From an optimization exercise on the open Yosys and OpenROAD flow, aimed at small area, a short achievable clock period and few clock cycles per item; shortcuts taken in it are not production practice. The RTL was checked by simulation tests, not by an equivalence proof against the original design. Power is estimated from default activity; no workload was simulated.

## argb_pixel_blend_unit
module argb_pixel_blend_unit (
  input  logic        clk_i,
  input  logic        rst_ni,
  input  logic        start_i,
  output logic        busy_o,
  input  logic [31:0] src_pixel_i,
  input  logic [31:0] dst_pixel_i,
  output logic        done_o,
  output logic [31:0] out_pixel_o,
  input  logic        cfg_valid_i,
  output logic        cfg_ready_o,
  input  logic [1:0]  cfg_index_i,
  input  logic [31:0] cfg_data_i
);
For scale: roughly 1400 cells after synthesis, about 17000 µm² of cells after synthesis.
clock: 5.5 ns
lec_check: 0
cap_margin: 20
core_margin: 2
core_utilization: 40
setup_slack_margin: 3.45
slew_margin: 20
standard.sh (not shown) runs the stock make flow with config.mk's settings and CLKGATE_MAP_FILE= SYNTH_SCRIPT=/design/flow/synth_recipe.tcl, a recipe that flattens the netlist after the stock synthesis.
==> flow/flow/run.sh <==
#!/bin/bash
# The standard layout (the standard.sh, standard synthesis unchanged) with
# smaller port buffers and a clock tree without dummy loads.
set -euo pipefail
export BUFFER_PORTS_ARGS="-buffer_cell sky130_fd_sc_hd__buf_2"
export CTS_ARGS="-sink_clustering_enable -repair_clock_nets -dont_use_dummy_load -sink_clustering_size 24 -sink_clustering_max_diameter 80 -buf_list {sky130_fd_sc_hd__clkbuf_8 sky130_fd_sc_hd__clkbuf_16}"
bash standard.sh > standard.log 2>&1
The baseline finished with timing, DRC and antenna clean.
Testbench counts at the start, summed over its fixed seeds: cycles 16,967, items 16,026.
Change:
--- a/flow/flow/run.sh
+++ b/flow/flow/run.sh
@@ -6 +6 @@
-export CTS_ARGS="-sink_clustering_enable -repair_clock_nets -dont_use_dummy_load -sink_clustering_size 24 -sink_clustering_max_diameter 80 -buf_list {sky130_fd_sc_hd__clkbuf_8 sky130_fd_sc_hd__clkbuf_16}"
+export CTS_ARGS="-sink_clustering_enable -repair_clock_nets -dont_use_dummy_load"
Settings changed: SETUP_SLACK_MARGIN 3.45 to 3.3.
The changed run finished with timing, DRC and antenna clean.
Via count increases by about 2%.
Total power increases by about 6%.
Worst setup slack degrades by 37 ps.
Utilization increases by 0.65 points.
Sequential power hardly moves.
Clock power increases by about 44%.
Clock skew decreases by 30 ps.
Sequential cell count is unchanged.
Routed wire length increases by 3.4%.
Die area does not change.
Change:
--- a/flow/flow/run.sh
+++ b/flow/flow/run.sh
@@ -6 +6 @@
-export CTS_ARGS="-sink_clustering_enable -repair_clock_nets -dont_use_dummy_load"
+export CTS_ARGS="-sink_clustering_enable -repair_clock_nets -dont_use_dummy_load -sink_clustering_size 30 -sink_clustering_max_diameter 100 -buf_list {sky130_fd_sc_hd__clkbuf_8 sky130_fd_sc_hd__clkbuf_16}"
Settings changed: SETUP_SLACK_MARGIN 3.3 to 3.45.
What happened: Setup slack gets better by 50 ps. Clock power decreases by well over a third. Clock skew is about the same. Via count shrinks slightly. Critical path depth does not change. Core utilization is lower by 0.86 points. Cell area falls slightly.
Change:
==> flow/flow/run.sh (replaced) <==
#!/bin/bash
# The standard layout (the standard.sh, standard synthesis unchanged) with
# smaller port buffers and a clock tree without dummy loads.
set -euo pipefail
export BUFFER_PORTS_ARGS="-buffer_cell sky130_fd_sc_hd__buf_2"
export CTS_ARGS="-sink_clustering_enable -repair_clock_nets -dont_use_dummy_load -sink_clustering_size 30 -sink_clustering_max_diameter 60 -buf_list {sky130_fd_sc_hd__clkbuf_8 sky130_fd_sc_hd__clkbuf_16}"
bash standard.sh > standard.log 2>&1
Result:
- wire length goes up by 1.8%
- via count goes up by 1.3%
- clock power goes up by 56%
- register-to-register slack degrades by 30 ps
- design area goes up by 2.3%
- worst hold slack degrades by 23 ps
- die area does not change
- synthesized area does not change
- total power goes up by 7.5%

---

Setup of alpha:
Starting RTL as in the previous note.
export LEC_CHECK = 0
export ABC_CLOCK_PERIOD_IN_PS = 2100
export CAP_MARGIN = 20
export CORE_MARGIN = 2
export CORE_UTILIZATION = 40
export SETUP_SLACK_MARGIN = 3.45
export SLEW_MARGIN = 20
create_clock -name core_clock -period 5.5 [get_ports {clk_i}]
==> flow/flow/run.sh <==
#!/bin/bash
# The standard layout (the standard.sh, standard synthesis unchanged) with
# smaller port buffers and a clock tree without dummy loads.
set -euo pipefail
export BUFFER_PORTS_ARGS="-buffer_cell sky130_fd_sc_hd__buf_2"
export CTS_ARGS="-sink_clustering_enable -repair_clock_nets -dont_use_dummy_load -sink_clustering_size 24 -sink_clustering_max_diameter 80 -buf_list {sky130_fd_sc_hd__clkbuf_8 sky130_fd_sc_hd__clkbuf_16}"
bash standard.sh > standard.log 2>&1
Testbench counts of alpha, summed over its fixed seeds: cycles 16,967, items 16,026.
Setup changes, alpha to beta
Settings: CORE_UTILIZATION now 55, was 40; ABC_CLOCK_PERIOD_IN_PS no longer set, was 2100.
Results
Total power, beta vs alpha: up slightly
Fraction of power consumed by combinational cells: higher on beta
The destination of the critical timing path comes out out_q[14] in one run and out_q[9] in the other, namely in alpha and beta respectively.
Across both runs, fraction of standard cell area in multi-input logic was higher for beta than for alpha.
Here is what was changed in the inputs of gamma compared with beta.
Settings: changing CORE_UTILIZATION from 55 to 40; setting ABC_AREA to 1 for the first time.
==> flow/flow/run.sh <==
#!/bin/bash
# The standard layout (the standard.sh, standard synthesis unchanged) with
# smaller port buffers and a clock tree without dummy loads.
set -euo pipefail
export BUFFER_PORTS_ARGS="-buffer_cell sky130_fd_sc_hd__buf_2"
export CTS_ARGS="-sink_clustering_enable -repair_clock_nets -dont_use_dummy_load"
bash standard.sh > standard.log 2>&1
Results
- gamma against beta: count of cell instances traversed by the critical path fell 1; clock latency on the worst-skew pair rose 0.04 ns.
- In summary, gamma completed successfully, with a layout that passed the timing, DRC and antenna checks.
- On gamma: stage delay of the slowest cell on the critical path is 0.19 ns higher than what beta gave.
- Between beta and gamma, share of the clock period used by the worst path after layout increased.
- Compared with beta, gamma shows area of the core higher by about 38%.
- Routability congestion estimate across beta and gamma: no real change.
- Starting density of the core in gamma is 16 points below beta.
- Compared gamma vs beta, and buffers plus inverters on the worst setup path is up in gamma.
- [gamma vs beta] floorplan die area: higher in gamma

## re-timing with driven ports
The flow's constraints put no driver on any port. The routed layouts listed below were extracted and timed again, unchanged, in two steps. Step 1, drivers: a clkbuf_16 drives clk_i and a buf_2 each remaining input, both assumed. Step 2 times the ports against the registers' clock, not the clock port: input delays grow and output delays shrink by t, the midpoint of the rising clock arrivals with the driver on. Slacks: ideal / step 1 / step 2; pairs: ideal / step 1.
run	t, ns	setup slack, ns	hold WS [ns]	cell pins on the clock port's net
the first run of note 1	0.580	3.344 / 3.322 / 3.132	0.311 / 0.311 / 0.311	1
the second run of note 1	0.572	3.307 / 3.307 / 3.211	0.321 / 0.321 / 0.321	1
the third run of note 1	0.568	3.357 / 3.326 / 3.123	0.317 / 0.317 / 0.317	1
the fourth run of note 1	0.583	3.330 / 3.305 / 3.158	0.294 / 0.294 / 0.294	1
alpha	0.580	3.344 / 3.322 / 3.132	0.311 / 0.311 / 0.311	1
beta	0.561	3.336 / 3.316 / 3.161	0.306 / 0.306 / 0.306	1
gamma	0.580	3.283 / 3.273 / 3.028	0.322 / 0.322 / 0.322	1
After both steps every run listed still meets setup and hold. The setup slack of gamma, which loses most, moves by -0.010 ns with the drivers and by -0.255 ns with both steps.
